Context: an optimization exercise on an open-source flow, tuned for small area, a short achievable clock period and few clock cycles. The choices shown serve that exercise and are no tape-out recipe.
Where RTL was checked, it was by simulation tests only, not by an equivalence proof against the original.
The RTL of runs 1 to 6 was laid out without a check of its function.
The flow treats the clock pin as an ideal source, which a real chip does not have.

## flow/design.v (module list and top-level ports; edited modules follow where they fit)
// module dot8: 1610 lines
// module fa1: 10 lines
// module hex_seg: 28 lines
// module row_dec: 7 lines
// module sel_bit: 7 lines
// module minilab_top: 69 lines
module minilab_top (
  input  logic        CLOCK_50,
  input  logic        KEY,
  input  logic [9:0]  SW,
  output logic        LEDR,
  output logic [6:0]  HEX0,
  output logic [6:0]  HEX1,
  output logic [6:0]  HEX2,
  output logic [6:0]  HEX3,
  output logic [6:0]  HEX4,
  output logic [6:0]  HEX5,
  output logic        mem_read,
  output logic [31:0] mem_address,
  input  logic [63:0] mem_readdata,
  input  logic        mem_readdatavalid,
  input  logic        mem_waitrequest
);
  // ...
==> flow/run.sh <==
#!/bin/bash
# synth_recipe.tcl (not shown) runs the flow's synth.tcl, then flattens the netlist and writes it again
# the make line also repeats each setting of config.mk as NAME=value (left out here)
make -C /OpenROAD-flow-scripts/flow DESIGN_CONFIG=/design/flow/config.mk WORK_HOME=/design/flow/orfs CLKGATE_MAP_FILE= SYNTH_SCRIPT=/design/flow/synth_recipe.tcl finish
==> flow/config.mk <==
export PLATFORM = sky130hd
export DESIGN_NAME = minilab_top
export DESIGN_NICKNAME = minilab_top
export VERILOG_FILES = /design/flow/design.v
export SDC_FILE = /design/flow/constraint.sdc
export NUM_CORES = 4
export LEC_CHECK = 0
export ABC_CLOCK_PERIOD_IN_PS = 4700
export CAP_MARGIN = 20
export CORE_MARGIN = 2
export CORE_UTILIZATION = 40
export SETUP_SLACK_MARGIN = 3.3
export SLEW_MARGIN = 20
export SYNTH_HIERARCHICAL = 1
==> flow/constraint.sdc <==
create_clock -name core_clock -period 8.0 [get_ports {CLOCK_50}]
set_input_delay 1.6000 -clock core_clock [delete_from_list [all_inputs] [get_ports {CLOCK_50}]]
set_output_delay 1.6000 -clock core_clock [all_outputs]
set_load 0.01 [all_outputs]
==> notes.md, run 1 <==
WHS Path Cells=1; launching element type of the critical path=input pin; Final Cycle Share=64.2%; buffering overhead=8.39%; Synth area leaders=fa_1 (42%), edfxtp_1 (26%), nand2_1 (8.6%); status=timing/DRC/antenna clean; H-tree levels=1; CP required=6.40 ns; count of flip-flops and latches=272; Synth Area in Simple Gates=11.3%; Antenna Nets Post-Route=0; postcts setup bufs=111; DP Wirelength=53700 um; pre-CTS setup slack=1.28 ns; number of synthesized register bits=272; Antenna Cells=0; post-synth top area share=42.0%; met3 usage=5.11%; Critical R2R Capture=b_q[17]$_DFFE_PP_; CP max stage delay=0.43 ns; commonest non-fill, non-tap cells in the layout=nand2_1 (521), fa_1 (446), edfxtp_1 (197); Layout Cells excl Fill=2801; Tmin final=5.13 ns; largest family of logic cells by synthesized area=adder cells; dominant cell type by area after synthesis=fa_1; crit path cell chain=buf_12 -> and3b_4 -> a22oi_2 -> nand4_1 -> inv_2 -> buf_6 -> ha_4 -> nand2b_4 -> a21boi_2 -> o211ai_1 -> buf_2; I/O pins=154; Final Instance Area=27900 um^2
==> module hex_seg, before the edit <==
module hex_seg (
  input  logic [3:0] nib,
  input  logic       show,
  output logic [6:0] seg
);
  logic [6:0] s;
  always_comb begin
    case (nib)
      4'h0:    s = 7'b1000000;
      4'h1:    s = 7'b1111001;
      4'h2:    s = 7'b0100100;
      4'h3:    s = 7'b0110000;
      4'h4:    s = 7'b0011001;
      4'h5:    s = 7'b0010010;
      4'h6:    s = 7'b0000010;
      4'h7:    s = 7'b1111000;
      4'h8:    s = 7'b0000000;
      4'h9:    s = 7'b0011000;
      4'ha:    s = 7'b0001000;
      4'hb:    s = 7'b0000011;
      4'hc:    s = 7'b1000110;
      4'hd:    s = 7'b0100001;
      4'he:    s = 7'b0000110;
      default: s = 7'b0001110;
    endcase
  end
  assign seg = show ? s : 7'b1111111;
endmodule
==> run 2, diff against run 1 <==
--- a/flow/design.v
+++ b/flow/design.v
@@ -1620,33 +1620,27 @@
   assign co = (a & b) | (a & c) | (b & c);
 endmodule
 `timescale 1ns/1ps
+module seg_bit #(
+  parameter logic [15:0] TT = 16'h0
+) (
+  input  logic [3:0] nib,
+  input  logic       show,
+  output logic       o
+);
+  assign o = show ? TT[nib] : 1'b1;
+endmodule
 module hex_seg (
   input  logic [3:0] nib,
   input  logic       show,
   output logic [6:0] seg
 );
-  logic [6:0] s;
-  always_comb begin
-    case (nib)
-      4'h0:    s = 7'b1000000;
-      4'h1:    s = 7'b1111001;
-      4'h2:    s = 7'b0100100;
-      4'h3:    s = 7'b0110000;
-      4'h4:    s = 7'b0011001;
-      4'h5:    s = 7'b0010010;
-      4'h6:    s = 7'b0000010;
-      4'h7:    s = 7'b1111000;
-      4'h8:    s = 7'b0000000;
-      4'h9:    s = 7'b0011000;
-      4'ha:    s = 7'b0001000;
-      4'hb:    s = 7'b0000011;
-      4'hc:    s = 7'b1000110;
-      4'hd:    s = 7'b0100001;
-      4'he:    s = 7'b0000110;
-      default: s = 7'b0001110;
-    endcase
-  end
-  assign seg = show ? s : 7'b1111111;
+  seg_bit #(.TT(16'h2812)) u_s0 (.nib(nib), .show(show), .o(seg[0]));
+  seg_bit #(.TT(16'hd860)) u_s1 (.nib(nib), .show(show), .o(seg[1]));
+  seg_bit #(.TT(16'hd004)) u_s2 (.nib(nib), .show(show), .o(seg[2]));
+  seg_bit #(.TT(16'h8692)) u_s3 (.nib(nib), .show(show), .o(seg[3]));
+  seg_bit #(.TT(16'h02ba)) u_s4 (.nib(nib), .show(show), .o(seg[4]));
+  seg_bit #(.TT(16'h208e)) u_s5 (.nib(nib), .show(show), .o(seg[5]));
+  seg_bit #(.TT(16'h1083)) u_s6 (.nib(nib), .show(show), .o(seg[6]));
 endmodule
 module row_dec (
   input  logic [2:0] row,
==> run 2 against run 1 <==
  * Synthesized area barely moved
  * Final cell count rose by 1.6%
  * Clock-buffer cell count down 2
==> notes.md, run 2 <==
status=timing/DRC/antenna clean; Post-synth ARST share=3.31%; Tmin final=5.14 ns (+0.00812 ns); cell repeated most along the worst path=buf_12; Worst Setup SP=SW[2]; Levels on crit path=11; Via Count=15500; die height=245 um; Sinks on Clock Net=272; setup violators final=0; Regs by FF count=res (133), b_q (64); Final Slew Violations=0; core box area=57500 um^2; DP Wirelength=54000 um (+0.64%); max cap viols=0; total track usage=24.3%; RSZ-0062 raised after global routing=yes; Worst-Skew Late Latency=0.63 ns; Antenna Nets Post-Route=0 (unchanged); top_reg_cell synth=edfxtp_1; Critical R2R Capture=b_q[17]$_DFFE_PP_; H-tree levels=1 (unchanged); Layout Cells excl Fill=2845 (+1.6%); Synth top cells by count=nand2_1 (534), fa_1 (486), edfxtp_1 (197); Sum Neg Setup Slack=0 ns; dominant cell type by area after synthesis=fa_1; Largest delay share family, worst path=buffers and inverters; Antenna Cells=0 (unchanged); TritonCTS clock tree=built; Crit-path slowest cell=ha_4; clock skew=0.0579 ns; fmax=195 MHz; Synth Instances=1879; global-route wire length before repair=108000 um; Post-Syn Area per Cell=12.3 um^2; final net count=2644; post-synth top area share=42.0% (about the same); Hold Path Class=reg2reg; Die Span X=245 um; die area=59800 um^2; Mapped Area=23200 um^2; hold path start=rsp_cnt[0]$_DFFE_PN0P_; most numerous cell in the Yosys netlist=nand2_1; fraction of layout instances using a drive strength above 1=22.7%; R2R Path Start=u_dot.r899$_DFF_P_; Largest Register=res; Initial Util=40.3%; Synth area leaders=fa_1 (42%), edfxtp_1 (26%), nand2_1 (8.7%); launching element type of the critical path=input pin; Final Cycle Share=64.3% (+0.10 points); crit-path max FO=5; largest net degree at the start of global routing=65; DRC viols=0; worst path bufs/invs=4; Routability Congestion=0.961; r2r setup slk=3.06 ns; placed insts=2650; Critical path destination=HEX2[3]; Yosys cell types=58; WL/cell=25.3 um; CP max stage delay=0.31 ns (-0.12 ns); WS Path Type=in2out; crit path cell chain=buf_12 -> and3b_4 -> buf_12 -> a22oi_2 -> nand4_1 -> buf_4 -> ha_4 -> nor2b_4 -> a211oi_2 -> o31ai_2 -> buf_2; Slew @ Worst Pin=1.08 ns; synth-to-layout area growth=20.4%; crit end category=output pin; EDFF count, synth=197; number of synthesized register bits=272 (unchanged); CTS Buf Count=31; DRT Pass-1 Iters=5; most common cell after layout, fill and taps aside=nand2_1; Total Routed Length=71900 um; number of global-route vias before repair=17400; Seq/Total Area, Yosys=32.2%; Slew HR=27.7%; gr ovfl total=0; routed vias/inst=5.45; flip-flop count of the largest register after layout=133; FF-to-FF path depth=14; YS warnings=12; utilization after layout=48.5%; antenna violations before repair=0; Initial DRC Count=1474; CTS Buffer Depth=3; CP required=6.40 ns (about the same); clk slew on worst S/H paths=0.06 ns; crit path DAT=3.54 ns; commonest non-fill, non-tap cells in the layout=nand2_1 (531), fa_1 (445), edfxtp_1 (197); final hold vios=0; fillers=5061; Core Rows=88; CTS root buf=clkbuf_16; Port Buf Inserts=118; I/O pins=154 (unchanged)
==> run 2: worst min-delay path by stage <==
stage	endpoint	slack (ns)	depth (start not counted)
after floorplan	rsp_cnt[0]$_DFFE_PN0P_	0.51	1
after global placement	rsp_cnt[0]$_DFFE_PN0P_	0.54	1
after detailed placement	rd_cnt[3]$_DFFE_PN0P_	0.55	1
after CTS	rd_cnt[3]$_DFFE_PN0P_	0.56	1
after global routing	rsp_cnt[0]$_DFFE_PN0P_	0.59	1
final	rsp_cnt[0]$_DFFE_PN0P_	0.56	1
==> run 2: area by class of cell <==
class                           instances  area (um^2)  area share [%]
Clock inverter                         15          189           0.678
Inverter                               52          195           0.700
Timing Repair Buffer                  263         2500            8.97
Clock buffer                           43          902            3.24
Multi-Input combinational cell       1435        15700            56.2
Tap cell                              765          957            3.43
Sequential cell                       272         7460            26.8
==> run 2: repair_timing <==
action,CTS,global route
cloned,9,2
pin swaps,45,46
endpoints found under the setup margin,121,97
setup buffers,109,17
hold buffers,0,0
endpoints found under the hold margin,0,0
gates resized for setup,371,119
==> run 2: per-layer routing <==
layer / up-vias / GRT usage, % / share of wire [%]
met1: 8255 / 32.9 / 41
li1: 6466 / - / -
met4: 0 / 5.72 / 2.4
met2: 645 / 41.4 / 49
met3: 128 / 3.63 / 7.0
met5: - / 0 / 0
==> run 2: metrics by stage <==
step / instance area (um^2) / hold WS [ns] / setup slack [ns]
CTS: 27600 / 0.564 / 2.96
global placement: 25000 / 0.541 / 1.27
global route: 27900 / 0.593 / 2.79
floorplan: 23700 / 0.509 / 3.02
detailed placement: 25000 / 0.553 / 1.19
finish: 27900 / 0.565 / 2.86
==> run 2: cell families (layout without fill, tap and decap cells) <==
logic type / count (synthesis) / after routing / share of synthesized area [%]
AO/OA/AOI/OAI: 156 / 156 / 5.14
buffers and inverters: 219 / 373 / 4.20
XOR/XNOR: 24 / 24 / 0.908
flip-flops: 272 / 272 / 32.2
AND/OR/NAND/NOR: 665 / 666 / 12.6
multiplexers: 25 / 25 / 1.30
adder cells (fa/ha/maj): 516 / 516 / 43.6
other: 2 / 48 / 0.0324
==> run 2: modules after synthesis (local to each module, per instance), excerpt <==
module	cells inside	times used	area, um^2	flops+latches
minilab_top	314	1	7030	206
dot8	781	1	4240	66
row_dec	8	1	65.1	0
sel_bit	5	19	36.3	0
fa1	1	486	20.0	0
==> run 2: worst register-to-register path, stage by stage, from the launching register on <==
cell and delay, ns:
dfxtp_2 0.32, fa_2 0.39, fa_2 0.36, fa_2 0.36, fa_2 0.35, fa_2 0.38
fa_2 0.35, fa_2 0.34, fa_2 0.46, nor4_4 0.31, nand4_1 0.23, o21ai_4 0.27
a31oi_4 0.14, xnor2_4 0.16, mux2_2 0.26
==> module minilab_top, before the edit <==
module minilab_top (
  input  logic        CLOCK_50,
  input  logic        KEY,
  input  logic [9:0]  SW,
  output logic        LEDR,
  output logic [6:0]  HEX0,
  output logic [6:0]  HEX1,
  output logic [6:0]  HEX2,
  output logic [6:0]  HEX3,
  output logic [6:0]  HEX4,
  output logic [6:0]  HEX5,
  output logic        mem_read,
  output logic [31:0] mem_address,
  input  logic [63:0] mem_readdata,
  input  logic        mem_readdatavalid,
  input  logic        mem_waitrequest
);
  localparam int RW = 19;
  logic [3:0]  rd_cnt;     
  logic [3:0]  rsp_cnt;    
  logic        row_vld;    
  logic [63:0] b_q;        
  logic        done;
  logic [RW-1:0] res [7];
  assign mem_read    = (rd_cnt != 4'd9);
  assign mem_address = {28'd0, rd_cnt};
  always_ff @(posedge CLOCK_50 or negedge KEY) begin
    if (!KEY) begin
      rd_cnt  <= '0;
      rsp_cnt <= '0;
      row_vld <= 1'b0;
    end else begin
      if (mem_read && !mem_waitrequest) rd_cnt <= rd_cnt + 4'd1;
      if (mem_readdatavalid) rsp_cnt <= rsp_cnt + 4'd1;
      row_vld <= mem_readdatavalid && (rsp_cnt != 4'd0);
    end
  end
  assign done = (rsp_cnt == 4'd9) && !row_vld;
  logic [RW-1:0] dot;
  dot8 u_dot (.clk(CLOCK_50), .a(mem_readdata), .b(b_q), .y(dot));
  always_ff @(posedge CLOCK_50) begin
    if (mem_readdatavalid && rsp_cnt == 4'd0) b_q <= mem_readdata;
    else if (row_vld && rsp_cnt == 4'd9) b_q[RW-1:0] <= dot;
  end
  always_ff @(posedge CLOCK_50) begin
    for (int i = 0; i < 7; i++)
      if (row_vld && rsp_cnt == 4'(i + 2)) res[i] <= dot;
  end
  assign LEDR = done;
  logic [7:0]    oh;
  logic [RW-1:0] sel;
  logic          show;
  row_dec u_dec (.row(SW[3:1]), .oh(oh));
  for (genvar b = 0; b < RW; b++) begin : g_sel
    logic [7:0] col;
    always_comb begin
      for (int r = 0; r < 7; r++) col[r] = res[r][b];
      col[7] = b_q[b];
    end
    sel_bit u_sel (.oh(oh), .col(col), .o(sel[b]));
  end
  assign show = done && SW[0];
  hex_seg u_h0 (.nib(sel[3:0]),           .show(show), .seg(HEX0));
  hex_seg u_h1 (.nib(sel[7:4]),           .show(show), .seg(HEX1));
  hex_seg u_h2 (.nib(sel[11:8]),          .show(show), .seg(HEX2));
  hex_seg u_h3 (.nib(sel[15:12]),         .show(show), .seg(HEX3));
  hex_seg u_h4 (.nib({1'b0, sel[18:16]}), .show(show), .seg(HEX4));
  assign HEX5 = show ? 7'b1000000 : 7'b1111111;
endmodule
==> run 3, diff against run 2 <==
--- a/flow/design.v
+++ b/flow/design.v
@@ -1642,20 +1642,6 @@
   seg_bit #(.TT(16'h208e)) u_s5 (.nib(nib), .show(show), .o(seg[5]));
   seg_bit #(.TT(16'h1083)) u_s6 (.nib(nib), .show(show), .o(seg[6]));
 endmodule
-module row_dec (
-  input  logic [2:0] row,
-  output logic [7:0] oh
-);
-  always_comb
-    for (int r = 0; r < 8; r++) oh[r] = (row == 3'(r));
-endmodule
-module sel_bit (
-  input  logic [7:0] oh,
-  input  logic [7:0] col,
-  output logic       o
-);
-  assign o = |(oh & col);
-endmodule
 `timescale 1ns/1ps
 module minilab_top (
   input  logic        CLOCK_50,
@@ -1678,9 +1664,10 @@
   logic [3:0]  rd_cnt;     
   logic [3:0]  rsp_cnt;    
   logic        row_vld;    
-  logic [63:0] b_q;        
+  logic [2:0]  row_idx;
+  logic [63:0] b_q;
   logic        done;
-  logic [RW-1:0] res [7];
+  logic [RW-1:0] res [8];
   assign mem_read    = (rd_cnt != 4'd9);
   assign mem_address = {28'd0, rd_cnt};
   always_ff @(posedge CLOCK_50 or negedge KEY) begin
@@ -1688,35 +1675,33 @@
       rd_cnt  <= '0;
       rsp_cnt <= '0;
       row_vld <= 1'b0;
+      row_idx <= '0;
+      done    <= 1'b0;
     end else begin
       if (mem_read && !mem_waitrequest) rd_cnt <= rd_cnt + 4'd1;
       if (mem_readdatavalid) rsp_cnt <= rsp_cnt + 4'd1;
       row_vld <= mem_readdatavalid && (rsp_cnt != 4'd0);
+      row_idx <= 3'(rsp_cnt - 4'd1);
+      if (row_vld && row_idx == 3'd7) done <= 1'b1;
     end
   end
-  assign done = (rsp_cnt == 4'd9) && !row_vld;
-  logic [RW-1:0] dot;
-  dot8 u_dot (.clk(CLOCK_50), .a(mem_readdata), .b(b_q), .y(dot));
   always_ff @(posedge CLOCK_50) begin
     if (mem_readdatavalid && rsp_cnt == 4'd0) b_q <= mem_readdata;
-    else if (row_vld && rsp_cnt == 4'd9) b_q[RW-1:0] <= dot;
   end
+  logic [RW-1:0] dot;
+  dot8 u_dot (.clk(CLOCK_50), .a(mem_readdata), .b(b_q), .y(dot));
   always_ff @(posedge CLOCK_50) begin
-    for (int i = 0; i < 7; i++)
-      if (row_vld && rsp_cnt == 4'(i + 2)) res[i] <= dot;
+    for (int i = 0; i < 8; i++)
+      if (row_vld && row_idx == 3'(i)) res[i] <= dot;
   end
   assign LEDR = done;
   logic [7:0]    oh;
   logic [RW-1:0] sel;
   logic          show;
-  row_dec u_dec (.row(SW[3:1]), .oh(oh));
-  for (genvar b = 0; b < RW; b++) begin : g_sel
-    logic [7:0] col;
-    always_comb begin
-      for (int r = 0; r < 7; r++) col[r] = res[r][b];
-      col[7] = b_q[b];
-    end
-    sel_bit u_sel (.oh(oh), .col(col), .o(sel[b]));
+  always_comb begin
+    for (int r = 0; r < 8; r++) oh[r] = (SW[3:1] == 3'(r));
+    sel = '0;
+    for (int r = 0; r < 8; r++) sel = sel | (res[r] & {RW{oh[r]}});
   end
   assign show = done && SW[0];
   hex_seg u_h0 (.nib(sel[3:0]),           .show(show), .seg(HEX0));
==> run 3 against run 2 <==
  * Worst setup slack lost 0.065 ns
  * Core utilization barely moved
  * Clock-buffer cell count down 2
==> notes.md, run 3 <==
status=timing/DRC/antenna clean; met1 usage in global routing=28.2% (-4.7 points); Synth top cells by count=nand2_1 (534), fa_1 (486), edfxtp_1 (216); die area=62000 um^2 (+3.6%); met3 usage=5.27% (+1.6 points); Final Cycle Share=65.1% (+0.81 points); Initial DRC Count=1093 (-26%); met2 GRT Util=39.6% (-1.8 points); CP required=6.40 ns (about the same); Post-synth ARST share=4.41% (+1.1 points); clock skew=0.0209 ns (-0.0370 ns); Post-Syn Area per Cell=13.1 um^2 (+6.0%); commonest non-fill, non-tap cells in the layout=nand2_1 (528), fa_1 (443), edfxtp_1 (216); Hold Path Class=reg2reg; Core Rows=89 (+1.1%); flip-flop count of the largest register after layout=152 (+14%); Via Count=15300 (-1.5%); DP Wirelength=52200 um (-3.4%); fraction of layout instances using a drive strength above 1=25.7% (+3.1 points); crit path DAT=3.61 ns (+0.07 ns); Final Slew Violations=0 (unchanged); Yosys cell types=57 (-1.7%); Crit-path slowest cell=mux4_2; Routability Congestion=0.955 (-0.59%); worst setup margin=2.79 ns (-0.0647 ns); most common cell after layout, fill and taps aside=nand2_1; utilization after layout=48.5% (about the same); core box area=59100 um^2 (+2.9%); die height=249 um (+1.8%); global-route layer with the greatest usage=met2; CTS Buffer Depth=3 (unchanged); Synth Instances=1838 (-2.2%); Worst-Skew Late Latency=0.55 ns (-0.08 ns); setup violators final=0 (unchanged); Total Routed Length=70900 um (-1.4%); top_reg_cell synth=edfxtp_1; EDFF count, synth=216 (+9.6%); antenna violations before repair=0 (unchanged); gr ovfl total=0 (unchanged); Sinks on Clock Net=295 (+8.5%); final net count=2597 (-1.8%); routed vias/inst=5.44 (-0.16%); WS Path Type=in2out; final hold vios=0 (unchanged); Antenna Cells=0 (unchanged); cell repeated most along the worst path=buf_4; most numerous cell in the Yosys netlist=nand2_1; DRT Pass-1 Iters=5 (unchanged); dominant cell type by area after synthesis=fa_1; Mapped Area=24000 um^2 (+3.6%); pre-CTS setup slack=1.69 ns (+0.493 ns); R2R Path Start=u_dot.r899$_DFF_P_; global-route wire length before repair=105000 um (-2.3%); Synth area leaders=fa_1 (41%), edfxtp_1 (27%), nand2_1 (8.4%); Worst Setup SP=SW[1]; launching element type of the critical path=input pin; DRC viols=0 (unchanged); H-tree levels=2 (+1); post-synth top area share=40.5% (-1.5 points); Slew HR=37.4% (+9.8 points); Seq/Total Area, Yosys=33.9% (+1.7 points); Port Buf Inserts=118 (unchanged); Largest Register=res; I/O pins=154 (unchanged); Sum Neg Setup Slack=0 ns (unchanged); Tmin final=5.21 ns (+0.0647 ns); max cap viols=0 (unchanged); clk slew on worst S/H paths=0.05 ns (about the same); Die Span X=249 um (+1.8%); Largest delay share family, worst path=multiplexers; number of global-route vias before repair=16700 (-3.9%); Slew @ Worst Pin=0.938 ns (-0.147 ns); largest net degree at the start of global routing=65 (unchanged); YS warnings=11 (-1); Hold WS=0.480 ns (-0.0851 ns); fmax=192 MHz (-1.2%); RSZ-0062 raised after global routing=yes; CTS root buf=clkbuf_16; crit path cell chain=buf_16 -> buf_8 -> buf_4 -> mux4_2 -> mux2_4 -> buf_4 -> nor3b_2 -> a21oi_1 -> o211ai_1 -> buf_2; Regs by FF count=res (152), b_q (64); hold path start=rsp_cnt[3]$_DFFE_PN0P_; CTS Buf Count=34 (+9.7%); WL/cell=25.2 um (-0.12%); total track usage=23.0% (-1.4 points); number of synthesized register bits=295 (+8.5%); Antenna Nets Post-Route=0 (unchanged); Initial Util=40.6% (+0.30 points); crit end category=output pin; TritonCTS clock tree=built; crit-path max FO=8 (+3); worst path bufs/invs=5 (+1); synth-to-layout area growth=19.5%; CP max stage delay=0.49 ns (+0.18 ns)
run 3: worst paths after layout:
path                                               end  slack [ns]  cells past startpoint
worst min-delay path            rsp_cnt[3]$_DFFE_PN0P_        0.48                      1
min in group asynchronous             done$_DFFE_PN0P_        1.43                      1
worst min register to register  rsp_cnt[3]$_DFFE_PN0P_        0.48                      1
worst max register to register    res[6][16]$_DFFE_PP_        3.38                     15
worst max-delay path                           HEX0[0]        2.79                     10
max in group asynchronous        rd_cnt[2]$_DFFE_PN0P_        6.19                      1
run 3: per-layer routing:
metal,wire [um],vias up,part of all wire [%]
li1,-,6253,-
met1,26600,8168,38
met2,35900,673,51
met3,5720,174,8.1
met4,2620,0,3.7
met5,0,-,0
run 3: worst reg2reg max path: stages, from the launching register on:
cell	delay, ns
dfxtp_2	0.33
fa_2	0.39
fa_2	0.35
fa_2	0.35
fa_2	0.36
fa_2	0.37
fa_2	0.35
fa_2	0.35
fa_2	0.45
nor4_4	0.17
nand4_1	0.21
buf_4	0.21
o21ai_4	0.14
a21oi_4	0.09
xnor2_2	0.14
buf_6	0.14
run 3: modules after synthesis, one instance, submodules excluded, a selection:
module / flops+latches / times used / cells inside / area (um^2)
dot8: 66 / 1 / 781 / 4240
fa1: 0 / 486 / 1 / 20.0
minilab_top: 229 / 1 / 376 / 8620
run 3: layout make-up:
class	instances	area, um^2
tap	773	967
multi-input combinational	1371	15700
sequential	295	8130
timing repair buffer	255	2420
clock inverter	20	308
fill	5098	30500
clock buffer	41	927
inverter	53	199
run 3: logic make-up after synthesis:
kind of cell             count (synthesis)  share of synthesized area [%]
AO/OA/AOI/OAI                           77                           2.50
AND/OR/NAND/NOR                        635                           11.1
XOR/XNOR                                26                          0.949
other                                    2                         0.0313
adder cells (fa/ha/maj)                514                           42.0
buffers and inverters                  225                           4.25
multiplexers                            64                           5.33
flip-flops                             295                           33.9
run 3: stage by stage:
stage | cells | instance area (um^2)
4_1_cts | 2782 | 28300
3_5_place_dp | 2618 | 25900
2_1_floorplan | 1884 | 24500
5_1_grt | 2808 | 28700
6_report | 2808 | 28700
3_3_place_gp | 2618 | 25900
run 3: what timing repair did:
item                                    4_1_cts  5_1_grt
pin swaps                                    36       39
endpoints found under the setup margin      129       91
hold buffers                                  0        0
resized for setup                           400      127
hold endpoints to repair                      0        0
cloned                                        9        5
buffers inserted                             94       21
==> run 4, diff against run 3 <==
--- a/flow/config.mk
+++ b/flow/config.mk
@@ -9,6 +9,6 @@
 export CAP_MARGIN = 20
 export CORE_MARGIN = 2
 export CORE_UTILIZATION = 40
-export SETUP_SLACK_MARGIN = 3.3
+export SETUP_SLACK_MARGIN = 3.6
 export SLEW_MARGIN = 20
 export SYNTH_HIERARCHICAL = 1
==> run 4 against run 3 <==
  * Maximum frequency about the same
  * Final cell count decreased by 0.25%
  * Sequential share of layout area decreased by 0.42 points
  * Non-clock buffer count decreased by 9
  * Final area increased by 1.5%
  * Clock skew decreased by 0.0049 ns
  * Register-to-register slack got worse by 0.04 ns
  * Sequential cell count unchanged
  * Critical path depth unchanged
  * Worst setup slack got worse by 0.0030 ns
  * Critical path type unchanged
  * Critical endpoint is now HEX2[3]
==> notes.md, run 4 <==
Die Span X=249 um (unchanged); Largest Register=res; CP required=6.40 ns (about the same); Antenna Nets Post-Route=0 (unchanged); synth-to-layout area growth=21.3%; Regs by FF count=res (152), b_q (64); launching element type of the critical path=input pin; most common cell after layout, fill and taps aside=nand2_1; largest net degree at the start of global routing=65 (unchanged); Post-synth ARST share=4.41% (unchanged); Initial Util=40.6% (unchanged); dominant cell type by area after synthesis=fa_1; total track usage=22.4% (-0.57 points); DP Wirelength=51500 um (-1.3%); utilization after layout=49.2% (+0.73 points); Routability Congestion=0.937 (-1.9%); Initial DRC Count=1235 (+13%); Port Buf Inserts=118 (unchanged); Mapped Area=24000 um^2 (unchanged); max cap viols=0 (unchanged); Synth top cells by count=nand2_1 (534), fa_1 (486), edfxtp_1 (216); RSZ-0062 raised after global routing=yes; die height=249 um (unchanged); crit-path max FO=8 (unchanged); die area=62000 um^2 (unchanged); global-route wire length before repair=103000 um (-2.4%); WS Path Type=in2out; fraction of layout instances using a drive strength above 1=37.7% (+12 points); gr ovfl total=0 (unchanged); Sum Neg Setup Slack=0 ns (unchanged); post-synth top area share=40.5% (unchanged); Critical R2R Capture=res[1][16]$_DFFE_PP_; Core Rows=89 (unchanged); EDFF count, synth=216 (unchanged); setup violators final=0 (unchanged); core box area=59100 um^2 (unchanged); Post-Syn Area per Cell=13.1 um^2 (unchanged); Final Slew Violations=0 (unchanged); status=timing/DRC/antenna clean; Slew @ Worst Pin=0.971 ns (+0.0327 ns); pre-CTS setup slack=1.81 ns (+0.125 ns); Tmin final=5.21 ns (+0.00297 ns); commonest non-fill, non-tap cells in the layout=nand2_1 (490), fa_2 (255), fa_1 (231); hold buffers post-CTS=0 (unchanged); antenna violations before repair=2 (+2); number of synthesized register bits=295 (unchanged); Hold Path Class=reg2reg; CTS Buffer Depth=3 (unchanged); flip-flop count of the largest register after layout=152 (unchanged); Synth Instances=1838 (unchanged); Sinks on Clock Net=295 (unchanged); number of global-route vias before repair=16700 (+0.078%); clock skew=0.0160 ns (-0.00489 ns); CTS Buf Count=35 (+2.9%); Worst Setup SP=SW[1]; Via Count=15000 (-1.7%); worst setup margin=2.79 ns (-0.00297 ns); final hold vios=0 (unchanged); Synth area leaders=fa_1 (41%), edfxtp_1 (27%), nand2_1 (8.4%); final net count=2589 (-0.31%); Critical path destination=HEX2[3]; crit end category=output pin; Final Cycle Share=65.1% (about the same); clk slew on worst S/H paths=0.06 ns (about the same); Yosys cell types=57 (unchanged); DRC viols=0 (unchanged); Worst-Skew Late Latency=0.54 ns (about the same); FF-to-FF path depth=14 (-1); CTS root buf=clkbuf_16; WL/cell=24.1 um (-4.4%); I/O pins=154 (unchanged); routed vias/inst=5.36 (-1.4%); most numerous cell in the Yosys netlist=nand2_1; Seq/Total Area, Yosys=33.9% (unchanged); Slew HR=35.3% (-2.2 points); YS warnings=11 (unchanged); top_reg_cell synth=edfxtp_1; R2R Path Start=u_dot.r899$_DFF_P_; crit path DAT=3.61 ns (about the same); fmax=192 MHz (about the same); r2r setup slk=3.34 ns (-0.04 ns); DRT Pass-1 Iters=5 (unchanged); TritonCTS clock tree=built; H-tree levels=2 (unchanged); Total Routed Length=67600 um (-4.6%)
## run 4: routing by layer
layer  wire length [um]  global-route usage (%)
met5                 15                       0
met1              24500                    27.0
met3               4140                    2.83
met4               4150                    12.1
met2              34800                    39.2
## run 4: final cells by class
cell class              count  area [um^2]
diodes                      1         2.50
clock buffers              46          988
clock inverters            16          194
fillers                  5034        30000
inverters                  53          199
multi-input cells        1371        16500
flip-flops and latches    295         8130
well taps                 773          967
repair buffers            246         2160
## run 4: cell families (layout without fill, tap and decap cells)
| group | Yosys count | after routing | synth area share (%) |
|---|---|---|---|
| AOI/OAI and AO/OA | 77 | 77 | 2.50 |
| xor gates and xnor gates | 26 | 26 | 0.949 |
| adders and majority gates | 514 | 514 | 42.0 |
| buffers and inverters | 225 | 361 | 4.25 |
| DFF | 295 | 295 | 33.9 |
| muxes | 64 | 71 | 5.33 |
| other | 2 | 49 | 0.0313 |
| and+or+nand+nor | 635 | 635 | 11.1 |
## run 4: metrics by stage
| stage | cells | cell area (um^2) | hold WS [ns] |
|---|---|---|---|
| 6_report | 2801 | 29100 | 0.498 |
| 3_3_place_gp | 2615 | 26600 | 0.463 |
| 5_1_grt | 2801 | 29100 | 0.533 |
| 4_1_cts | 2778 | 28600 | 0.512 |
| 3_5_place_dp | 2615 | 26600 | 0.499 |
| 2_1_floorplan | 1884 | 26000 | 0.447 |
## run 4: timing repair
action / 4_1_cts / 5_1_grt
pin swaps: 27 / 47
endpoints found under the setup margin: 153 / 109
setup buffers: 88 / 20
resized for setup: 542 / 115
gates cloned: 13 / 2
## run 4: worst min-delay path by stage
stage / cells after the start / end / from
4_1_cts: 1 / rsp_cnt[3]$_DFFE_PN0P_ / rsp_cnt[3]$_DFFE_PN0P_
2_1_floorplan: 1 / rsp_cnt[3]$_DFFE_PN0P_ / rsp_cnt[3]$_DFFE_PN0P_
3_5_place_dp: 1 / rsp_cnt[3]$_DFFE_PN0P_ / rsp_cnt[3]$_DFFE_PN0P_
6_report: 1 / rsp_cnt[3]$_DFFE_PN0P_ / rsp_cnt[3]$_DFFE_PN0P_
3_3_place_gp: 1 / rsp_cnt[3]$_DFFE_PN0P_ / rsp_cnt[3]$_DFFE_PN0P_
5_1_grt: 1 / rsp_cnt[3]$_DFFE_PN0P_ / rsp_cnt[3]$_DFFE_PN0P_
## run 4: per-module statistics from Yosys (local to each module, per instance), a selection
| module | times used | area (um^2) |
|---|---|---|
| fa1 | 486 | 20.0 |
| minilab_top | 1 | 8620 |
| dot8 | 1 | 4240 |
## run 4: worst max-delay path: stages
cell	delay [ns]
buf_16	0.15
buf_12	0.14
buf_4	0.11
mux4_2	0.47
mux2_4	0.32
buf_4	0.14
ha_2	0.18
a211oi_2	0.24
o31ai_2	0.08
buf_2	0.16
==> run 5, diff against run 4 <==
--- a/flow/design.v
+++ b/flow/design.v
@@ -1620,29 +1620,6 @@
   assign co = (a & b) | (a & c) | (b & c);
 endmodule
 `timescale 1ns/1ps
-module seg_bit #(
-  parameter logic [15:0] TT = 16'h0
-) (
-  input  logic [3:0] nib,
-  input  logic       show,
-  output logic       o
-);
-  assign o = show ? TT[nib] : 1'b1;
-endmodule
-module hex_seg (
-  input  logic [3:0] nib,
-  input  logic       show,
-  output logic [6:0] seg
-);
-  seg_bit #(.TT(16'h2812)) u_s0 (.nib(nib), .show(show), .o(seg[0]));
-  seg_bit #(.TT(16'hd860)) u_s1 (.nib(nib), .show(show), .o(seg[1]));
-  seg_bit #(.TT(16'hd004)) u_s2 (.nib(nib), .show(show), .o(seg[2]));
-  seg_bit #(.TT(16'h8692)) u_s3 (.nib(nib), .show(show), .o(seg[3]));
-  seg_bit #(.TT(16'h02ba)) u_s4 (.nib(nib), .show(show), .o(seg[4]));
-  seg_bit #(.TT(16'h208e)) u_s5 (.nib(nib), .show(show), .o(seg[5]));
-  seg_bit #(.TT(16'h1083)) u_s6 (.nib(nib), .show(show), .o(seg[6]));
-endmodule
-`timescale 1ns/1ps
 module minilab_top (
   input  logic        CLOCK_50,
   input  logic        KEY,
@@ -1695,19 +1672,34 @@
       if (row_vld && row_idx == 3'(i)) res[i] <= dot;
   end
   assign LEDR = done;
-  logic [7:0]    oh;
+  function automatic logic [6:0] seg_of(input logic [3:0] nib);
+    case (nib)
+      4'h0:    seg_of = 7'b1000000;
+      4'h1:    seg_of = 7'b1111001;
+      4'h2:    seg_of = 7'b0100100;
+      4'h3:    seg_of = 7'b0110000;
+      4'h4:    seg_of = 7'b0011001;
+      4'h5:    seg_of = 7'b0010010;
+      4'h6:    seg_of = 7'b0000010;
+      4'h7:    seg_of = 7'b1111000;
+      4'h8:    seg_of = 7'b0000000;
+      4'h9:    seg_of = 7'b0011000;
+      4'ha:    seg_of = 7'b0001000;
+      4'hb:    seg_of = 7'b0000011;
+      4'hc:    seg_of = 7'b1000110;
+      4'hd:    seg_of = 7'b0100001;
+      4'he:    seg_of = 7'b0000110;
+      default: seg_of = 7'b0001110;
+    endcase
+  endfunction
   logic [RW-1:0] sel;
   logic          show;
-  always_comb begin
-    for (int r = 0; r < 8; r++) oh[r] = (SW[3:1] == 3'(r));
-    sel = '0;
-    for (int r = 0; r < 8; r++) sel = sel | (res[r] & {RW{oh[r]}});
-  end
+  assign sel  = res[SW[3:1]];
   assign show = done && SW[0];
-  hex_seg u_h0 (.nib(sel[3:0]),           .show(show), .seg(HEX0));
-  hex_seg u_h1 (.nib(sel[7:4]),           .show(show), .seg(HEX1));
-  hex_seg u_h2 (.nib(sel[11:8]),          .show(show), .seg(HEX2));
-  hex_seg u_h3 (.nib(sel[15:12]),         .show(show), .seg(HEX3));
-  hex_seg u_h4 (.nib({1'b0, sel[18:16]}), .show(show), .seg(HEX4));
-  assign HEX5 = show ? 7'b1000000 : 7'b1111111;
+  assign HEX0 = show ? seg_of(sel[3:0])          : 7'h7f;
+  assign HEX1 = show ? seg_of(sel[7:4])          : 7'h7f;
+  assign HEX2 = show ? seg_of(sel[11:8])         : 7'h7f;
+  assign HEX3 = show ? seg_of(sel[15:12])        : 7'h7f;
+  assign HEX4 = show ? seg_of({1'b0, sel[18:16]}) : 7'h7f;
+  assign HEX5 = show ? seg_of(4'h0)              : 7'h7f;
 endmodule
--- a/flow/config.mk
+++ b/flow/config.mk
@@ -5,10 +5,10 @@
 export SDC_FILE = /design/flow/constraint.sdc
 export NUM_CORES = 4
 export LEC_CHECK = 0
-export ABC_CLOCK_PERIOD_IN_PS = 4700
+export ABC_CLOCK_PERIOD_IN_PS = 4500
 export CAP_MARGIN = 20
 export CORE_MARGIN = 2
 export CORE_UTILIZATION = 40
-export SETUP_SLACK_MARGIN = 3.6
+export SETUP_SLACK_MARGIN = 3.4
 export SLEW_MARGIN = 20
 export SYNTH_HIERARCHICAL = 1
==> run 5 against run 4 <==
  * Still clean on timing, DRC and antenna
  * Final area increased by 1.9%
  * Clock skew up 0.019 ns
==> notes.md, run 5 <==
crit path DAT=3.71 ns (+0.10 ns); largest family of logic cells by synthesized area=adder cells; multi-input logic area=16500 um^2 (+0.43%); Synth Instances=1921 (+4.5%); utilization after layout=50.0% (+0.82 points); FF-to-FF path depth=15 (+1); gr ovfl total=0 (unchanged); I/O pins=154 (unchanged); Port Buf Inserts=118 (unchanged); Final Cycle Share=66.4% (+1.3 points); Die Span X=249 um (about the same); die area=62000 um^2 (about the same); global-route wire length before repair=108000 um (+5.3%); Worst-Skew Late Latency=0.58 ns (+0.04 ns); crit end category=output pin; commonest non-fill, non-tap cells in the layout=nand2_1 (535), fa_1 (337), edfxtp_1 (216); fillers=4972 (-1.2%); CTS Buffer Depth=3 (unchanged); number of synthesized register bits=295 (unchanged); compound-cell area share of the yosys netlist=4.43% (+1.9 points); Seq/Total Area, Yosys=33.9% (about the same); DRT Pass-1 Iters=5 (unchanged); top_reg_cell synth=edfxtp_1; Total Routed Length=72700 um (+7.5%); register area=8130 um^2 (unchanged); WL/cell=25.3 um (+4.8%); total track usage=23.7% (+1.3 points); Hold Path Class=reg2reg; Sum Neg Setup Slack=0 ns (unchanged); synth-to-layout area growth=23.4%; Synth area leaders=fa_1 (41%), edfxtp_1 (27%), nand2_1 (8.6%); WHS Path Cells=1 (unchanged); Mapped Area=24000 um^2 (about the same); launching element type of the critical path=input pin; Sinks on Clock Net=295 (unchanged); RSZ-0062 raised after global routing=yes; Slew @ Worst Pin=0.974 ns (+0.00272 ns); largest net degree at the start of global routing=65 (unchanged); final net count=2678 (+3.4%); Post-Syn Area per Cell=12.5 um^2 (-4.3%); hold path start=rd_cnt[3]$_DFFE_PN0P_; Critical R2R Capture=res[5][17]$_DFFE_PP_; Via Count=15800 (+5.2%); Antenna Nets Post-Route=0 (unchanged); EDFF count, synth=216 (unchanged); clock skew=0.0355 ns (+0.0195 ns); H-tree levels=2 (unchanged); YS warnings=11 (unchanged); Final Slew Violations=0 (unchanged); mux cell area share after synthesis=2.46% (-2.9 points); crit-path max FO=5 (-3); dominant cell type by area after synthesis=fa_1; core box area=59200 um^2 (+0.19%); post-synth top area share=40.5% (about the same); Post-synth ARST share=4.41% (unchanged); r2r setup slk=3.20 ns (-0.14 ns); Antenna Cells=0 (-1); DP Wirelength=54800 um (+6.4%); clk slew on worst S/H paths=0.05 ns (about the same); DRC viols=0 (unchanged); setup violators final=0 (unchanged); most numerous cell in the Yosys netlist=nand2_1; die height=249 um (about the same); Initial Util=40.5% (-0.047 points); hold buffers post-CTS=0 (unchanged); Tmin final=5.31 ns (+0.101 ns); R2R Path Start=u_dot.r899$_DFF_P_; Synth Area in Simple Gates=11.1% (-0.018 points); WS Path Type=in2out; flip-flop count of the largest register after layout=152 (unchanged); Initial DRC Count=1227 (-0.65%); Routability Congestion=0.957 (+2.1%); Slew HR=35.1% (-0.18 points); fraction of layout instances using a drive strength above 1=32.2% (-5.5 points); hold endpoint=rd_cnt[3]$_DFFE_PN0P_; xor/xnor share of the synthesized area=0.875% (-0.074 points); most common cell after layout, fill and taps aside=nand2_1; fmax=188 MHz (-1.9%); CTS root buf=clkbuf_16; status=timing/DRC/antenna clean; Synth top cells by count=nand2_1 (551), fa_1 (486), edfxtp_1 (216); antenna violations before repair=0 (-2); Synth Area in Adders=42.7% (+0.72 points); max cap viols=0 (unchanged); CP required=6.40 ns (about the same); Largest Register=res; Yosys cell types=80 (+40%); number of global-route vias before repair=17100 (+2.4%); CTS Buf Count=36 (+2.9%); TritonCTS clock tree=built; Core Rows=89 (unchanged); routed vias/inst=5.50 (+2.5%); final hold vios=0 (unchanged); Regs by FF count=res (152), b_q (64)
==> run 5: changes by cell type in the layout (fill, tap and decap cells not counted), moves of 23 or more <==
cell	delta
fa_1	+106
fa_2	-106
nand2_1	+45
mux4_2	-32
clkbuf_2	+31
mux2i_1	+28
clkbuf_4	-26
clkdlybuf4s15_2	+24
mux2_4	-23
==> run 5: critical path, stage by stage <==
cell      delay [ns]
buf_12          0.12
buf_12          0.14
and2b_2         0.24
a22oi_2         0.12
o22ai_1         0.09
o22a_2          0.30
buf_6           0.15
ha_4            0.29
nand2b_4        0.13
a21oi_2         0.05
o41ai_2         0.29
buf_2           0.19
==> run 5: modules after synthesis, one instance, submodules excluded <==
module / area, um^2 / flip-flops and latches / copies in the design / cells
minilab_top: 10000 / 229 / 1 / 654
dot8: 4240 / 66 / 1 / 781
fa1: 20.0 / 0 / 486 / 1
==> run 5: worst max path at each step <==
stage | start | endpoint | slack, ns | depth (start not counted)
CTS | SW[3] | HEX2[3] | 2.71 | 12
global placement | SW[3] | HEX1[3] | 1.28 | 9
finish | SW[3] | HEX2[3] | 2.69 | 12
floorplan | SW[2] | HEX1[3] | 2.78 | 10
global route | SW[2] | HEX0[3] | 2.65 | 14
detailed placement | SW[3] | HEX1[3] | 1.31 | 9
==> run 5: metal layers <==
layer	vias up	routed length (um)	GRT usage (%)	part of all wire (%)
li1	6473	-	-	-
met1	8323	29200	31.9	40
met2	816	34600	38.3	48
met3	177	5410	3.62	7.4
met4	0	3460	10.7	4.8
met5	-	0	0	0
==> run 5: metrics by stage <==
step | std cells | worst slack, ns | instance area [um^2] | hold WS (ns)
2_1_floorplan | 1948 | 2.78 | 25400 | 0.446
3_3_place_gp | 2668 | 1.28 | 26400 | 0.466
3_5_place_dp | 2668 | 1.31 | 26400 | 0.494
4_1_cts | 2836 | 2.71 | 29200 | 0.508
5_1_grt | 2873 | 2.65 | 29600 | 0.533
6_report | 2873 | 2.69 | 29600 | 0.505
==> run 5: cell families (layout without fill, tap and decap cells) <==
| family | after synthesis | count (layout) |
|---|---|---|
| AO/OA/AOI/OAI | 135 | 135 |
| XOR/XNOR | 24 | 24 |
| adder cells (fa/ha/maj) | 528 | 528 |
| buffers and inverters | 234 | 386 |
| flip-flops | 295 | 295 |
| multiplexers | 50 | 50 |
| other | 2 | 29 |
| AND/OR/NAND/NOR | 653 | 653 |
==> run 5: area by class of cell <==
type | count | area share [%]
inverters | 44 | 0.696
repair buffers | 276 | 8.80
clock buffers | 48 | 3.36
well taps | 773 | 3.26
clock inverters | 18 | 0.688
multi-input cells | 1419 | 55.7
flip-flops and latches | 295 | 27.4
==> run 5: timing repair <==
item,4_1_cts,5_1_grt
endpoints found under the setup margin,145,108
gates cloned,7,0
pin swaps,53,58
buffers inserted,95,37
gates resized for setup,456,125
==> run 6, diff against run 5 <==
--- a/flow/config.mk
+++ b/flow/config.mk
@@ -8,7 +8,7 @@
 export ABC_CLOCK_PERIOD_IN_PS = 4500
 export CAP_MARGIN = 20
 export CORE_MARGIN = 2
-export CORE_UTILIZATION = 40
+export CORE_UTILIZATION = 65
 export SETUP_SLACK_MARGIN = 3.4
 export SLEW_MARGIN = 20
 export SYNTH_HIERARCHICAL = 1
==> run 6 against run 5 <==
  * Wire length fell by 4.6%
  * Critical path depth did not move
==> notes.md, run 6 <==
Synth area leaders=fa_1 (41%), edfxtp_1 (27%), nand2_1 (8.6%); most common cell after layout, fill and taps aside=nand2_1; Seq/Total Area, Yosys=33.9% (unchanged); fraction of layout instances using a drive strength above 1=30.8% (-1.5 points); core box area=36500 um^2 (-38%); worst path bufs/invs=5 (+1); WS Path Type=in2out; Sum Neg Setup Slack=0 ns (unchanged); RSZ-0062 raised after global routing=yes; CP required=6.40 ns (about the same); CTS root buf=clkbuf_16; Largest delay share family, worst path=compound AO/OA/AOI/OAI gates; largest net degree at the start of global routing=65 (unchanged); Post-synth ARST share=4.41% (unchanged); gr ovfl total=0 (unchanged); Largest Register=res; Initial DRC Count=1434 (+17%); DRT Pass-1 Iters=7 (+2); CTS Buf Count=31 (-14%); CTS Buffer Depth=3 (unchanged); routed vias/inst=6.20 (+13%); die area=38500 um^2 (-38%); Slew HR=35.0% (-0.070 points); Antenna Nets Post-Route=0 (unchanged); Via Count=15800 (+0.14%); crit path cell chain=buf_16 -> buf_12 -> and2_4 -> a32o_2 -> o32ai_4 -> inv_2 -> ha_4 -> buf_6 -> nor2_1 -> a211oi_2 -> o41ai_4 -> buf_2; WHS Path Cells=1 (unchanged); fillers=2160 (-57%); Critical R2R Capture=res[5][16]$_DFFE_PP_; worst setup margin=2.63 ns (-0.0571 ns); Tmin final=5.37 ns (+0.0571 ns); Synth Instances=1921 (unchanged); Final Slew Violations=0 (unchanged); flip-flop count of the largest register after layout=152 (unchanged); fmax=186 MHz (-1.1%); number of synthesized register bits=295 (unchanged); Initial Util=65.8% (+25 points); launching element type of the critical path=input pin; hold path start=rsp_cnt[3]$_DFFE_PN0P_; WL/cell=27.2 um (+7.5%); YS warnings=11 (unchanged); Yosys cell types=80 (unchanged); Die Span X=196 um (-21%); die height=196 um (-21%); Sinks on Clock Net=295 (unchanged); commonest non-fill, non-tap cells in the layout=nand2_1 (538), fa_1 (337), edfxtp_1 (216); Synth top cells by count=nand2_1 (551), fa_1 (486), edfxtp_1 (216); hold endpoint=rsp_cnt[3]$_DFFE_PN0P_; post-synth top area share=40.5% (unchanged); most numerous cell in the Yosys netlist=nand2_1; FF-to-FF path depth=15 (unchanged); r2r setup slk=3.18 ns (-0.02 ns); Worst-Skew Late Latency=0.58 ns (about the same); TritonCTS clock tree=built; Final Cycle Share=67.1% (+0.71 points); dominant cell type by area after synthesis=fa_1; number of global-route vias before repair=17400 (+2.1%); Antenna Cells=0 (unchanged); antenna violations before repair=1 (+1); crit-path max FO=6 (+1); pre-CTS setup slack=1.09 ns (-0.219 ns); Routability Congestion=1.02 (+6.2%); final net count=2663 (-0.56%); final hold vios=0 (unchanged); crit path DAT=3.77 ns (+0.06 ns); Mapped Area=24000 um^2 (unchanged); crit end category=output pin; DRC viols=0 (unchanged); total track usage=36.9% (+13 points); clk slew on worst S/H paths=0.06 ns (about the same); clock skew=0.0160 ns (-0.0195 ns); Core Rows=70 (-21%); Total Routed Length=69300 um (-4.6%); max cap viols=0 (unchanged); global-route wire length before repair=104000 um (-4.4%); status=timing/DRC/antenna clean; setup violators final=0 (unchanged); H-tree levels=1 (-1); Port Buf Inserts=118 (unchanged); Crit-path slowest cell=ha_4; R2R Path Start=u_dot.r899$_DFF_P_; Slew @ Worst Pin=0.975 ns (+0.00104 ns); Regs by FF count=res (152), b_q (64); top_reg_cell synth=edfxtp_1; EDFF count, synth=216 (unchanged); synth-to-layout area growth=19.9%; Hold Path Class=reg2reg; Post-Syn Area per Cell=12.5 um^2 (unchanged); I/O pins=154 (unchanged); DP Wirelength=52400 um (-4.5%); CP max stage delay=0.32 ns (+0.02 ns)
run 6: worst max-delay path by stage:
stage          startpoint       to  slack (ns)  cells past startpoint
2_1_floorplan       SW[2]  HEX1[3]        2.78                     10
5_1_grt             SW[1]  HEX1[3]        2.57                     12
3_5_place_dp        SW[3]  HEX0[2]        1.09                      7
4_1_cts             SW[1]  HEX1[3]        2.67                     11
6_report            SW[1]  HEX1[3]        2.63                     12
3_3_place_gp        SW[3]  HEX0[2]        1.21                      7
run 6: final cells by class:
class	count	area, um^2	area share (%)
Sequential cell	295	8130	28.2
Timing Repair Buffer	266	2500	8.69
Clock buffer	38	822	2.85
Tap cell	468	586	2.03
Inverter	44	204	0.708
Clock inverter	20	185	0.643
Multi-Input combinational cell	1419	16400	56.8
run 6: worst register-to-register path: cells and delay by family, from the launching register on:
kind | cells | cell delay [ns]
AO/OA/AOI/OAI | 2 | 0.26
AND/OR/NAND/NOR | 2 | 0.46
flip-flops | 1 | 0.32
adder cells (fa/ha/maj) | 8 | 3.04
buffers and inverters | 2 | 0.36
XOR/XNOR | 1 | 0.15
run 6: cells by family after synthesis:
group                      Yosys count  synth area share [%]
AOI/OAI and AO/OA                  135                  4.43
xor gates and xnor gates            24                 0.875
adders and majority gates          528                  42.7
buffers and inverters              234                  4.58
DFF                                295                  33.9
muxes                               50                  2.46
other                                2                0.0313
and+or+nand+nor                    653                  11.1
run 6: what timing repair did:
action | in CTS | in global routing
buffers inserted | 85 | 37
resized for setup | 376 | 160
cloned | 6 | 0
setup endpoints to repair | 142 | 122
pin swaps | 53 | 49
hold buffers | 0 | 0
run 6: routing by layer:
layer / global-route usage, % / routed length [um] / vias up
met3: 6.15 / 5010 / 233
met4: 14.2 / 3110 / 2
li1: - / - / 6442
met2: 66.2 / 36400 / 894
met1: 45.3 / 24900 / 8240
met5: 0 / 13 / -
run 6: modules after synthesis (local to each module, per instance):
module       flip-flops and latches  cell area, um^2
dot8                             66             4240
fa1                               0             20.0
minilab_top                     229            10000
run 6: metrics by stage:
step | hold WS (ns) | cell area, um^2 | instances | util, %
floorplan | 0.446 | 25400 | 1948 | -
global placement | 0.462 | 26000 | 2364 | 71.2
detailed placement | 0.465 | 26000 | 2364 | 71.2
CTS | 0.480 | 28300 | 2513 | 77.5
global route | 0.487 | 28800 | 2550 | 78.8
finish | 0.476 | 28800 | 2550 | 78.8
==> run 7, diff against run 6 <==
--- a/flow/design.v
+++ b/flow/design.v
@@ -1620,6 +1620,35 @@
   assign co = (a & b) | (a & c) | (b & c);
 endmodule
 `timescale 1ns/1ps
+module hex_seg (
+  input  logic [3:0] nib,
+  input  logic       show,
+  output logic [6:0] seg
+);
+  logic [6:0] s;
+  always_comb begin
+    case (nib)
+      4'h0:    s = 7'b1000000;
+      4'h1:    s = 7'b1111001;
+      4'h2:    s = 7'b0100100;
+      4'h3:    s = 7'b0110000;
+      4'h4:    s = 7'b0011001;
+      4'h5:    s = 7'b0010010;
+      4'h6:    s = 7'b0000010;
+      4'h7:    s = 7'b1111000;
+      4'h8:    s = 7'b0000000;
+      4'h9:    s = 7'b0011000;
+      4'ha:    s = 7'b0001000;
+      4'hb:    s = 7'b0000011;
+      4'hc:    s = 7'b1000110;
+      4'hd:    s = 7'b0100001;
+      4'he:    s = 7'b0000110;
+      default: s = 7'b0001110;
+    endcase
+  end
+  assign seg = show ? s : 7'b1111111;
+endmodule
+`timescale 1ns/1ps
 module minilab_top (
   input  logic        CLOCK_50,
   input  logic        KEY,
@@ -1641,10 +1670,9 @@
   logic [3:0]  rd_cnt;     
   logic [3:0]  rsp_cnt;    
   logic        row_vld;    
-  logic [2:0]  row_idx;
-  logic [63:0] b_q;
+  logic [63:0] b_q;        
   logic        done;
-  logic [RW-1:0] res [8];
+  logic [RW-1:0] res [7];
   assign mem_read    = (rd_cnt != 4'd9);
   assign mem_address = {28'd0, rd_cnt};
   always_ff @(posedge CLOCK_50 or negedge KEY) begin
@@ -1652,54 +1680,38 @@
       rd_cnt  <= '0;
       rsp_cnt <= '0;
       row_vld <= 1'b0;
-      row_idx <= '0;
-      done    <= 1'b0;
     end else begin
       if (mem_read && !mem_waitrequest) rd_cnt <= rd_cnt + 4'd1;
       if (mem_readdatavalid) rsp_cnt <= rsp_cnt + 4'd1;
       row_vld <= mem_readdatavalid && (rsp_cnt != 4'd0);
-      row_idx <= 3'(rsp_cnt - 4'd1);
-      if (row_vld && row_idx == 3'd7) done <= 1'b1;
     end
   end
+  assign done = (rsp_cnt == 4'd9) && !row_vld;
+  logic [RW-1:0] dot;
+  dot8 u_dot (.clk(CLOCK_50), .a(mem_readdata), .b(b_q), .y(dot));
   always_ff @(posedge CLOCK_50) begin
     if (mem_readdatavalid && rsp_cnt == 4'd0) b_q <= mem_readdata;
+    else if (row_vld && rsp_cnt == 4'd9) b_q[RW-1:0] <= dot;
   end
-  logic [RW-1:0] dot;
-  dot8 u_dot (.clk(CLOCK_50), .a(mem_readdata), .b(b_q), .y(dot));
   always_ff @(posedge CLOCK_50) begin
-    for (int i = 0; i < 8; i++)
-      if (row_vld && row_idx == 3'(i)) res[i] <= dot;
+    for (int i = 0; i < 7; i++)
+      if (row_vld && rsp_cnt == 4'(i + 2)) res[i] <= dot;
   end
   assign LEDR = done;
-  function automatic logic [6:0] seg_of(input logic [3:0] nib);
-    case (nib)
-      4'h0:    seg_of = 7'b1000000;
-      4'h1:    seg_of = 7'b1111001;
-      4'h2:    seg_of = 7'b0100100;
-      4'h3:    seg_of = 7'b0110000;
-      4'h4:    seg_of = 7'b0011001;
-      4'h5:    seg_of = 7'b0010010;
-      4'h6:    seg_of = 7'b0000010;
-      4'h7:    seg_of = 7'b1111000;
-      4'h8:    seg_of = 7'b0000000;
-      4'h9:    seg_of = 7'b0011000;
-      4'ha:    seg_of = 7'b0001000;
-      4'hb:    seg_of = 7'b0000011;
-      4'hc:    seg_of = 7'b1000110;
-      4'hd:    seg_of = 7'b0100001;
-      4'he:    seg_of = 7'b0000110;
-      default: seg_of = 7'b0001110;
-    endcase
-  endfunction
+  logic [7:0]    oh;
   logic [RW-1:0] sel;
   logic          show;
-  assign sel  = res[SW[3:1]];
+  always_comb begin
+    for (int r = 0; r < 8; r++) oh[r] = (SW[3:1] == 3'(r));
+    sel = '0;
+    for (int r = 0; r < 7; r++) sel = sel | (res[r] & {RW{oh[r]}});
+    sel = sel | (b_q[RW-1:0] & {RW{oh[7]}});
+  end
   assign show = done && SW[0];
-  assign HEX0 = show ? seg_of(sel[3:0])          : 7'h7f;
-  assign HEX1 = show ? seg_of(sel[7:4])          : 7'h7f;
-  assign HEX2 = show ? seg_of(sel[11:8])         : 7'h7f;
-  assign HEX3 = show ? seg_of(sel[15:12])        : 7'h7f;
-  assign HEX4 = show ? seg_of({1'b0, sel[18:16]}) : 7'h7f;
-  assign HEX5 = show ? seg_of(4'h0)              : 7'h7f;
+  hex_seg u_h0 (.nib(sel[3:0]),           .show(show), .seg(HEX0));
+  hex_seg u_h1 (.nib(sel[7:4]),           .show(show), .seg(HEX1));
+  hex_seg u_h2 (.nib(sel[11:8]),          .show(show), .seg(HEX2));
+  hex_seg u_h3 (.nib(sel[15:12]),         .show(show), .seg(HEX3));
+  hex_seg u_h4 (.nib({1'b0, sel[18:16]}), .show(show), .seg(HEX4));
+  assign HEX5 = show ? 7'b1000000 : 7'b1111111;
 endmodule
==> flow/flow/run.sh (new file) <==
#!/bin/bash
# The standard layout with two changes: the port buffers are buf_4 cells
# instead of the delay cells ORFS picks by default (which the timing repair,
# restricted to cells of the same footprint, cannot replace), and after clock
# tree synthesis a second setup repair runs that may change footprints.
# Everything else is standard.sh.
set -euo pipefail
export BUFFER_PORTS_ARGS="-buffer_cell sky130_fd_sc_hd__buf_4"
export POST_CTS_TCL="$PWD/flow/post_cts.tcl"
bash standard.sh synth > standard_synth.log 2>&1
bash standard.sh > standard_layout.log 2>&1
==> flow/flow/post_cts.tcl (new file) <==
# A second setup repair after the standard one, here allowed to change a
# cell's footprint (the standard repair keeps each cell's footprint).
estimate_parasitics -placement
repair_timing -setup -setup_margin $::env(SETUP_SLACK_MARGIN) -repair_tns 100 -verbose
detailed_placement
check_placement -verbose
==> flow/standard.sh (new file) <==
#!/bin/bash
# synth_recipe.tcl (not shown) runs the flow's synth.tcl, then flattens the netlist and writes it again
# the make line also repeats each setting of config.mk as NAME=value (left out here)
make -C /OpenROAD-flow-scripts/flow DESIGN_CONFIG=/design/flow/config.mk WORK_HOME=/design/flow/orfs CLKGATE_MAP_FILE= SYNTH_SCRIPT=/design/flow/synth_recipe.tcl "${@:-finish}"
==> flow/config.mk (replaced) <==
export PLATFORM = sky130hd
export DESIGN_NAME = minilab_top
export DESIGN_NICKNAME = minilab_top
export VERILOG_FILES = /design/flow/design.v
export SDC_FILE = /design/flow/constraint.sdc
export NUM_CORES = 4
export LEC_CHECK = 0
export ABC_CLOCK_PERIOD_IN_PS = 4700
export CAP_MARGIN = 20
export CORE_MARGIN = 2
export CORE_UTILIZATION = 40
export SETUP_SLACK_MARGIN = 3.3
export SLEW_MARGIN = 20
export SYNTH_HIERARCHICAL = 1
removed: flow/run.sh
==> run 7 against run 6 <==
  * Sequential share of layout area is 1.2 points lower
  * Critical endpoint is now HEX4[1]
  * Hold slack better by 0.059 ns
  * Final area fell by 4.2%
  * Non-clock buffer count fell by 67
==> notes.md, run 7 <==
status=timing/DRC/antenna clean; WHS Path Cells=1 (unchanged); Final Instance Area=27600 um^2 (-4.2%); Die Span X=247 um (+26%); EDFF count, synth=197 (-8.8%); core box area=57900 um^2 (+59%); crit path DAT=3.39 ns (-0.38 ns); commonest non-fill, non-tap cells in the layout=nand2_1 (521), fa_1 (446), edfxtp_1 (197); routed vias/inst=5.43 (-12%); Levels on crit path=9 (-3); Final Slew Violations=0 (unchanged); total track usage=23.0% (-14 points); Mapped Area=23600 um^2 (-1.9%); most common cell after layout, fill and taps aside=nand2_1; flip-flop count of the largest register after layout=133 (-13%); YS warnings=12 (+1); Post-Syn Area per Cell=13.0 um^2 (+4.3%); WL/cell=25.4 um (-6.8%); Synth area leaders=fa_1 (41%), edfxtp_1 (25%), nand2_1 (8.4%); Synth top cells by count=nand2_1 (529), fa_1 (486), edfxtp_1 (197); number of global-route vias before repair=16200 (-7.3%); final net count=2500 (-6.1%); die height=247 um (+26%); launching element type of the critical path=input pin; crit path cell chain=buf_16 -> mux4_2 -> mux2_4 -> inv_4 -> ha_4 -> nand2b_4 -> a21boi_2 -> o211ai_1 -> buf_4; Tmin final=4.99 ns (-0.377 ns); Sinks on Clock Net=272 (-7.8%); top_reg_cell synth=edfxtp_1; DRT Pass-1 Iters=5 (-2); Antenna Nets Post-Route=0 (unchanged); max cap viols=0 (unchanged); TritonCTS clock tree=built; worst path bufs/invs=3 (-2); Regs by FF count=res (133), b_q (64); DRC viols=0 (unchanged); Slew @ Worst Pin=1.05 ns (+0.0779 ns); final hold vios=0 (unchanged); clk slew on worst S/H paths=0.06 ns (about the same); Worst-Skew Late Latency=0.62 ns (+0.04 ns); gr ovfl total=0 (unchanged); Core Rows=88 (+26%); Crit-path slowest cell=mux4_2; WS Path Type=in2out; CP required=6.40 ns (about the same); Initial DRC Count=1039 (-28%); DP Wirelength=52800 um (+0.74%); Hold Path Class=reg2reg; I/O pins=154 (unchanged); Yosys cell types=55 (-31%); clock skew=0.0355 ns (+0.0195 ns); Largest delay share family, worst path=multiplexers; global-route wire length before repair=103000 um (-0.61%); Initial Util=40.7% (-25 points); Largest Register=res; Final Cycle Share=62.4% (-4.7 points); die area=60900 um^2 (+58%); largest net degree at the start of global routing=66 (+1.5%); Post-synth ARST share=3.31% (-1.1 points); setup violators final=0 (unchanged); fmax=200 MHz (+7.6%); FF-to-FF path depth=15 (unchanged); dominant cell type by area after synthesis=fa_1; most numerous cell in the Yosys netlist=nand2_1; Total Routed Length=68000 um (-2.0%); Post-DP Area=25100 um^2 (-3.6%); Slew HR=29.8% (-5.2 points); crit-path max FO=7 (+1); antenna violations before repair=1 (unchanged); synth-to-layout area growth=17.1%; Port Buf Inserts=118 (unchanged); Via Count=14600 (-8.0%); Synth Instances=1807 (-5.9%); Sum Neg Setup Slack=0 ns (unchanged); fraction of layout instances using a drive strength above 1=26.2% (-4.6 points); Seq/Total Area, Yosys=31.7% (-2.2 points); post-synth top area share=41.3% (+0.79 points); RSZ-0062 raised after global routing=yes; crit end category=output pin; number of synthesized register bits=272 (-7.8%); CP max stage delay=0.53 ns (+0.21 ns); Routability Congestion=0.977 (-3.9%)
==> run 7: logic make-up (layout without fill, tap and decap cells) <==
family                   count (synthesis)  after routing  share of synthesized area, %
XOR/XNOR                                20             20                         0.744
buffers and inverters                  217            292                          4.38
AND/OR/NAND/NOR                        595            595                          10.1
AO/OA/AOI/OAI                           73             73                          2.60
multiplexers                            97             97                          6.80
adder cells (fa/ha/maj)                531            531                          43.7
other                                    2             36                        0.0319
flip-flops                             272            272                          31.7
==> run 7: worst register-to-register path, delay by kind of cell, from the launching register on <==
family | cells | cell delay [ns]
simple gates | 2 | 0.35
compound gates | 2 | 0.37
mux | 1 | 0.26
xor+xnor | 1 | 0.16
fa+ha+maj | 8 | 2.99
flops | 1 | 0.32
buf+inv | 1 | 0.14
==> run 7: final timing paths <==
kind | slack, ns | to | start
setup / recovery | 3.01 | HEX4[1] | SW[1]
hold / removal | 0.53 | rd_cnt[3]$_DFFE_PN0P_ | rd_cnt[3]$_DFFE_PN0P_
setup reg to reg | 3.19 | b_q[17]$_DFFE_PP_ | u_dot.r899$_DFF_P_
hold reg to reg | 0.53 | rd_cnt[3]$_DFFE_PN0P_ | rd_cnt[3]$_DFFE_PN0P_
max in group asynchronous | 7.04 | row_vld$_DFF_PN0_ | KEY
min in group asynchronous | 0.83 | rsp_cnt[3]$_DFFE_PN0P_ | KEY
==> run 7: routing by layer <==
layer	part of all wire, %	GRT usage, %	up-vias
li1	-	-	5952
met1	41	30.7	7809
met2	48	37.7	678
met3	8.5	5.76	111
met4	2.4	5.67	0
met5	0	0	-
==> run 7: final cells by class <==
cell class | count | area [um^2]
fill | 5077 | 30300
multi-input combinational | 1351 | 16100
sequential | 272 | 7460
timing repair buffer | 199 | 1810
tap | 765 | 957
clock buffer | 37 | 791
clock inverter | 19 | 245
inverter | 37 | 181
antenna | 1 | 2.50
==> run 7: modules after synthesis, one instance, submodules excluded <==
module       cells  flip-flops and latches  area [um^2]
dot8           781                      66         4240
fa1              1                       0         20.0
hex_seg         33                       0          278
minilab_top    375                     206         8200
==> run 7: per-stage QoR <==
step | util (%) | instances | setup slack, ns | hold slack [ns]
floorplan | - | 1840 | 3.09 | 0.509
global placement | 43.3 | 2546 | 2.33 | 0.501
detailed placement | 43.3 | 2546 | 2.31 | 0.531
global route | 47.6 | 2681 | 2.96 | 0.579
finish | 47.6 | 2681 | 3.01 | 0.535
Testbench counts of run 7, summed over its fixed seeds: cycles 2,661.

==> what the ideal ports hide <==
No port has a modelled driver above. Below, the same layouts with a new extraction and two added sets of constraints. Step 1, drivers: a clkbuf_16 drives CLOCK_50 and a buf_2 each remaining input, both assumed. Step 2 moves the port delays by t, midway between the first and last clock arrival at a register: inputs arrive t later, outputs are due t later. That takes back most of the time a late clock gives input paths. Slacks: no drivers / after step 1 / after step 2; pairs: no drivers / after step 1.
run	t, ns	slack for setup (ns)	hold WS [ns]	slew at the worst register clock pin (ns)	worst slew at a driven data input, ns
run 1	0.631	2.867 / 2.755 / 2.732	0.555 / 0.555 / 0.555	0.07 / 0.07	0.17
run 2	0.653	2.859 / 2.729 / 2.654	0.565 / 0.565 / 0.565	0.07 / 0.07	0.15
run 3	0.595	2.794 / 2.599 / 2.599	0.480 / 0.480 / 0.480	0.06 / 0.06	0.20
run 4	0.588	2.791 / 2.701 / 2.701	0.498 / 0.498 / 0.498	0.06 / 0.06	0.10
run 5	0.618	2.690 / 2.477 / 2.477	0.505 / 0.505 / 0.505	0.06 / 0.06	0.23
run 6	0.631	2.632 / 2.499 / 2.499	0.476 / 0.476 / 0.476	0.07 / 0.07	0.20
run 7	0.653	3.010 / 2.539 / 2.539	0.535 / 0.535 / 0.535	0.07 / 0.07	0.54
After both steps every run listed still meets setup and hold. The setup slack of run 7, which loses most, moves by -0.471 ns with the drivers and by -0.471 ns with both steps.
